This design comes from an exercise in tuning for small area and a short achievable clock period on the open sky130 flow, not from production work.
Function was checked by simulation only, so behaviour that the tests miss may differ from the original.
Power figures rest on the tool's default switching activity, not on a simulated workload.

==> flow/design.v <==
`timescale 1ns/1ps
module exec_core (
    input  logic        clk,
    input  logic        reset,
    input  logic        instr_valid,
    input  logic [31:0] instr,
    input  logic [31:0] instr_pc,
    output logic        wb_valid,
    output logic [2:0]  wb_addr,
    output logic [31:0] wb_data,
    output logic        branch_taken,
    output logic [31:0] branch_target
);
    logic [31:0] regs [8];
    logic [3:0]  flags;                                  
    logic [31:0] out_q;                                  
    logic [6:0]  op;
    logic [15:0] imm;
    logic [2:0]  dest, op1, op2;
    logic [3:0]  cond;
    assign op   = instr[31:25];
    assign dest = instr[24:22];
    assign op1  = instr[21:19];
    assign op2  = instr[18:16];
    assign imm  = instr[15:0];
    assign cond = instr[24:21];
    logic is_mov, is_movt, is_clr, is_set, is_lsl, is_lsr, is_not;
    logic is_b, is_bcond, is_br;
    logic alu_fn, is_arith, is_sub, is_logic;
    assign is_mov   = op == 7'b0000000;
    assign is_movt  = op == 7'b0000001;
    assign is_clr   = op == 7'b0000010;
    assign is_set   = op == 7'b0000011;
    assign is_lsl   = op == 7'b0000100;
    assign is_lsr   = op == 7'b0000101;
    assign is_not   = op == 7'b0110110;
    assign is_b     = op == 7'b1100000;
    assign is_bcond = op == 7'b1100001;
    assign is_br    = op == 7'b1100010;
    assign alu_fn   = ~op[6] & op[4] & (op[2:0] != 3'd0) & (op[2:0] <= 3'd5);
    assign is_arith = alu_fn & ~op[2] & (op[1:0] != 2'b11);    
    assign is_sub   = ~op[0];                                  
    assign is_logic = alu_fn & ~is_arith;                      
    logic wr_en, flags_we, taken, cond_ok;
    assign wr_en    = instr_valid & (alu_fn | is_not | (op[6:3] == 4'b0000 & op[2:0] <= 3'd5));
    assign flags_we = instr_valid & alu_fn & op[3];
    always_comb begin
        case (cond)
            4'd0:  cond_ok = flags[2];
            4'd1:  cond_ok = ~flags[2];
            4'd2:  cond_ok = flags[1];
            4'd3:  cond_ok = ~flags[1];
            4'd4:  cond_ok = flags[3];
            4'd5:  cond_ok = ~flags[3];
            4'd6:  cond_ok = flags[0];
            4'd7:  cond_ok = ~flags[0];
            4'd8:  cond_ok = flags[1] & ~flags[2];
            4'd9:  cond_ok = ~flags[1] | flags[2];
            4'd10: cond_ok = flags[3] == flags[0];
            4'd11: cond_ok = flags[3] != flags[0];
            default: cond_ok = 1'b0;
        endcase
    end
    assign taken = instr_valid & (is_b | is_br | (is_bcond & cond_ok));
    logic [2:0]  ra1;
    logic [31:0] rd1, rd2;
    assign ra1 = (is_mov | is_movt | is_br) ? dest : op1;     
    assign rd1 = regs[ra1];
    assign rd2 = regs[op2];
    logic        br_pc;
    logic [31:0] a_add, b_opnd, b_add;
    logic [32:0] sum;
    assign br_pc  = is_b | is_bcond;
    assign a_add  = br_pc ? instr_pc : rd1;
    assign b_opnd = op[5] ? rd2 : {16'd0, imm};
    assign b_add  = (op[6]) ? {{14{imm[15]}}, imm, 2'b00} : (b_opnd ^ {32{is_sub}});
    assign sum    = {1'b0, a_add} + {1'b0, b_add} + {32'd0, ~op[6] & is_sub};
    logic [31:0] b_log, lg;
    logic [3:0]  tt_hi, tt_lo;                           
    always_comb begin
        b_log = b_opnd;
        if (is_movt) b_log[31:16] = imm;
        tt_hi = 4'b0000;
        tt_lo = 4'b0000;
        if (is_logic) begin
            case (op[2:0])
                3'd3:    tt_hi = 4'b1000;                
                3'd4:    tt_hi = 4'b1110;                
                default: tt_hi = 4'b0110;                
            endcase
            tt_lo = tt_hi;
        end
        if (is_not)  begin tt_hi = 4'b0011; tt_lo = 4'b0011; end
        if (is_set)  begin tt_hi = 4'b1111; tt_lo = 4'b1111; end
        if (is_mov)  begin tt_hi = 4'b1100; tt_lo = 4'b1010; end
        if (is_movt) begin tt_hi = 4'b1010; tt_lo = 4'b1100; end
    end
    always_comb begin
        for (int i = 0; i < 32; i++)
            lg[i] = (i >= 16) ? tt_hi[{rd1[i], b_log[i]}] : tt_lo[{rd1[i], b_log[i]}];
    end
    logic [31:0] sh_in, sh_out, sh_rev;
    logic        sh_big;
    assign sh_big = |imm[15:5];
    always_comb begin
        for (int i = 0; i < 32; i++) sh_in[i] = is_lsl ? rd1[31-i] : rd1[i];
    end
    assign sh_out = sh_in >> imm[4:0];
    always_comb begin
        for (int i = 0; i < 32; i++) sh_rev[i] = sh_out[31-i];
    end
    logic        s_sum, s_lg, s_lsr, s_lsl;
    logic [31:0] res, wd;
    assign s_sum = is_arith | op[6];                     
    assign s_lg  = ~(is_arith | op[6] | is_lsl | is_lsr);
    assign s_lsr = is_lsr & ~sh_big;
    assign s_lsl = is_lsl & ~sh_big;
    assign res   = ({32{s_sum}} & sum[31:0]) | ({32{s_lg}} & lg) |
                   ({32{s_lsr}} & sh_out)    | ({32{s_lsl}} & sh_rev);
    assign wd    = res & {32{~reset}};
    logic [3:0] flags_next;
    assign flags_next[3] = res[31];
    assign flags_next[2] = res == 32'd0;
    assign flags_next[1] = is_arith ? sum[32] : flags[1];
    assign flags_next[0] = is_arith ? ((a_add[31] == b_add[31]) & (sum[31] != a_add[31])) : flags[0];
    always_ff @(posedge clk) begin
        for (int i = 0; i < 8; i++)
            if (reset | (wr_en & dest == i[2:0])) regs[i] <= wd;
    end
    always_ff @(posedge clk) begin
        if (reset) begin
            flags        <= 4'd0;
            wb_valid     <= 1'b0;
            branch_taken <= 1'b0;
        end else begin
            if (flags_we) flags <= flags_next;
            wb_valid     <= wr_en;
            branch_taken <= taken;
        end
    end
    always_ff @(posedge clk) begin
        wb_addr <= dest;
        out_q   <= res;
    end
    assign wb_data       = out_q;
    assign branch_target = out_q;
endmodule
==> flow/run.sh <==
#!/bin/bash
# synth_recipe.tcl (not shown) runs the flow's synth.tcl, then flattens the netlist and writes it again
# the make line also repeats each setting of config.mk as NAME=value (left out here)
make -C /OpenROAD-flow-scripts/flow DESIGN_CONFIG=/design/flow/config.mk WORK_HOME=/design/flow/orfs CLKGATE_MAP_FILE= SYNTH_SCRIPT=/design/flow/synth_recipe.tcl finish
==> flow/config.mk <==
export PLATFORM = sky130hd
export DESIGN_NAME = exec_core
export DESIGN_NICKNAME = exec_core
export VERILOG_FILES = /design/flow/design.v
export SDC_FILE = /design/flow/constraint.sdc
export NUM_CORES = 4
export LEC_CHECK = 0
export CAP_MARGIN = 20
export CORE_MARGIN = 2
export CORE_UTILIZATION = 40
export PLACE_DENSITY = 0.6
export SLEW_MARGIN = 20
==> flow/constraint.sdc <==
create_clock -name core_clock -period 12.0 [get_ports {clk}]
set_input_delay 2.4000 -clock core_clock [delete_from_list [all_inputs] [get_ports {clk}]]
set_output_delay 2.4000 -clock core_clock [all_outputs]
set_load 0.01 [all_outputs]
==> results.txt <==
-- layer usage --
metal,up-vias,share of wire [%]
li1,8762,-
met1,10289,39
met2,1506,43
met3,304,11
met4,2,6.6
met5,-,0.012
-- cell families (layout without fill, tap and decap cells) --
logic type | Yosys count | count (layout) | synth area share (%)
other | 0 | 4 | 0
AO/OA/AOI/OAI | 815 | 815 | 26.5
XOR/XNOR | 57 | 57 | 2.35
buffers and inverters | 223 | 304 | 5.03
adder cells (fa/ha/maj) | 33 | 33 | 2.02
AND/OR/NAND/NOR | 619 | 619 | 13.4
multiplexers | 164 | 164 | 10.6
flip-flops | 297 | 297 | 40.1
-- worst paths after layout --
path	slack [ns]	start	endpoint	cells past startpoint
max	1.81	instr[26]	regs[5][31]	24
min	0.60	flags[1]	flags[1]	2
max reg2reg	5.55	regs[6][0]	regs[0][30]	24
min reg2reg	0.60	flags[1]	flags[1]	2
-- power by group through the flow --
stage	clock, mW	sequential [mW]	combinational, mW
floorplan	0	1.47	0.842
global placement	0	1.49	1.55
detailed placement	0	1.50	1.55
CTS	1.05	1.48	1.55
global route	1.09	1.50	1.67
finish	1.04	1.48	1.61
-- sequential cells by signal, indices dropped and copies added, names as in the netlist --
register,cells
regs,256
flags,4
out_q,32
branch_taken,1
wb_addr,3
wb_valid,1
-- Yosys cell counts, types with 22 or more instances --
library cell,count
a21oi_1,113
o221ai_1,28
nor3_1,33
nand2b_1,22
nand3_1,55
mux2_2,39
buf_4,36
o21ai_0,202
edfxtp_1,256
a21o_1,25
dfxtp_1,41
xnor2_1,52
nor2_1,160
mux4_2,43
a211oi_1,29
mux2i_1,78
nand2_1,222
o22ai_1,25
o21a_1,25
a221oi_1,85
a31oi_1,27
a22oi_1,35
inv_1,26
ha_1,31
nor2b_1,41
clkbuf_1,110
o211ai_1,73
-- final cells by class --
| type | count | area share, % |
|---|---|---|
| multi-input cells | 1688 | 48.5 |
| flip-flops and latches | 297 | 35.1 |
| repair buffers | 212 | 7.86 |
| clock buffers | 42 | 3.81 |
| well taps | 688 | 3.55 |
| clock inverters | 19 | 0.707 |
| inverters | 31 | 0.480 |
| diodes | 4 | 0.0413 |
-- worst max-delay path: stages --
cell and delay (ns):
clkdlybuf4s50_1 0.92, and4b_1 0.38, o21a_1 0.67, buf_4 0.30, mux2_4 0.51, a221oi_1 0.31
o21ai_0 0.14, o211ai_1 0.39, o21ai_0 0.29, ha_1 0.39, and3_1 0.20, a22oi_1 0.33
o2111ai_1 0.21, a31o_2 0.30, a31o_2 0.29, a211oi_1 0.36, o31ai_1 0.21, o21ai_0 0.30
inv_1 0.10, nand4_1 0.14, nand2_1 0.09, o32ai_1 0.13, a21oi_1 0.14, nor2_1 0.83
-- metrics by stage --
stage	utilization [%]	cell area [µm²]
3_5_place_dp	44.1	23100
3_3_place_gp	44.1	23100
6_report	46.3	24300
5_1_grt	46.2	24300
2_1_floorplan	-	21200
4_1_cts	46.2	24200
==> results.py <==
metrics = {
    "run_status": {
        "status": "finished clean",
    },
    "floorplan": {
        "ioPinCount": 136,
        "die_w_um": 234,
        "core_area_mm2": 0.0524,
        "start_util_pct": 40.4,
        "num_rows": 84,
        "die_h_um": 234,
        "dieArea_mm2": 0.0549,
    },
    "layout": {
        "syn2layout_area_growth_pct": 14.4,
        "seqCellArea_mm2": 0.00851,
        "multi_input_area_mm2": 0.0118,
        "final_cell_mix": "256 x edfxtp_1, 222 x nand2_1, 196 x o21ai_0",
        "drive_gt1_share_pct": 11.9,
        "finalNonFillerCells": 2981,
        "final_common_cell": "edfxtp_1",
        "final_nets": 2365,
        "fillCellCount": 4944,
    },
    "synth": {
        "yosysSeqAreaShare_pct": 40.1,
        "yosys_warnings": 2,
        "synthesis.area_mm2": 0.0212,
        "synth.largest_area_cell": "edfxtp_1",
        "synth_edf_count": 256,
        "ys_types": 86,
        "synthCells": 2208,
        "ys.flop_type": "edfxtp_1",
        "synth_top_cell_area_share_pct": 36.3,
        "async_flop_share_pct": 0,
        "synth_nets": 2308,
        "synth_area_leaders": "edfxtp_1 36%, o21ai_0 4.8%, mux4_2 4.6%, nand2_1 3.9%, dfxtp_1 3.9%",
        "avgSynthCellArea_um2": 9.60,
        "ys_seq_elements": 297,
    },
    "clock_tree": {
        "h-tree-depth": 2,
        "cts_sinks": 297,
        "clock_path_buffers": 3,
        "post-cts-setup-buffer-count": 0,
        "hold_buffers": 0,
        "clk_latency_ns": 0.56,
        "ctsResizeCount": 0,
        "numCtsBuffers": 35,
        "cts_tree": "yes",
        "cts_root_buf": "clkbuf_16",
        "path_clk_slew_ns": 0.06,
    },
    "timing": {
        "setup_viol": 0,
        "slew_headroom_pct": 15.7,
        "clock_skew_ns": 0.0196,
        "holdWs_ns": 0.601,
        "finalCriticalPeriod_ns": 10.19,
        "hold_violations": 0,
        "worst_pin_slew_ns": 1.26,
        "finalSetupTns_ns": 0,
        "fin_crit_sh_pct": 84.9,
        "rsz0062_at_grt": "false",
        "worst_slack_ns": 1.81,
        "timing.fmax_mhz": 98.2,
        "drv_slew": 0,
    },
    "placement": {
        "place_congestion": 1.04,
        "dpl.hpwl_um": 76800,
        "dp_cells": 2916,
        "place_ws_ns": 1.41,
        "port_buffers": 135,
    },
    "critical_path": {
        "worstPathMaxFanout": 27,
        "cp.required_ns": 12.20,
        "critPathCaptureType": "register",
        "cp-start-kind": "input pin",
        "worstPathArrival_ns": 10.38,
        "critPathKind": "in2reg",
    },
    "run": {
        "cap_violations": 0,
    },
    "drt": {
        "detail-route-antenna-nets": 0,
        "drt_drc_violations_left": 0,
        "via_per_inst": 7.00,
        "drt_iter0_markers": 2745,
        "wirelength_um": 105000,
        "first_pass_iters": 9,
        "vias": 20863,
        "routedWlPerCell_um": 35.2,
    },
    "power": {
        "finalPower_mw": 4.12,
        "p_leak_nw": 8.51,
        "p_comb_share_pct": 38.9,
        "swShare_pct": 38.3,
        "pwr-share-clk_pct": 25.1,
        "p_per_area_mw_per_mm2": 170,
        "ir_drop_mv": 0.131,
        "p_seq_share_pct": 35.9,
        "p_sw_mw": 1.58,
        "intPower_mw": 2.54,
    },
    "min_path": {
        "hold_path_class": "reg2reg",
    },
    "grt": {
        "grt_pass1_vias": 19558,
        "busiest_layer": "met2",
        "antenna_found_initial": 6,
        "grt_max_degree": 59,
        "use_met1_pct": 50.2,
        "grt_first_pass_wirelength_um": 147000,
        "grt_use_met3_pct": 8.71,
        "use_met2_pct": 56.6,
        "grt.overflow.total": 0,
        "grt.total_usage_pct": 37.7,
    },
}

-- re-timing with driven ports --
How much do the figures lean on ideal ports? The routed layout below was timed once more, with nothing changed but the port constraints.
Step 1 sets driving cells, clkbuf_16 on the clock port and buf_2 on the other inputs (assumed; they add their load-dependent delay and slew).
Step 2 times the ports against the registers' clock, not the clock port: input delays grow and output delays shrink by t, the midpoint of the rising clock arrivals with the driver on.
a / b / c = no drivers / after step 1 / after step 2; a / b = the first two.
t, ns: 0.614
setup WS [ns]: 1.814 / 1.848 / 1.234
latest minus earliest clock arrival (ns): 0.020 / 0.020
slew at the worst register clock pin (ns): 0.07 / 0.07
worst slew at a driven data input, ns: 0.07
After both steps this run still meets setup and hold. The setup slack of this run moves by +0.034 ns with the drivers and by -0.580 ns with both steps.
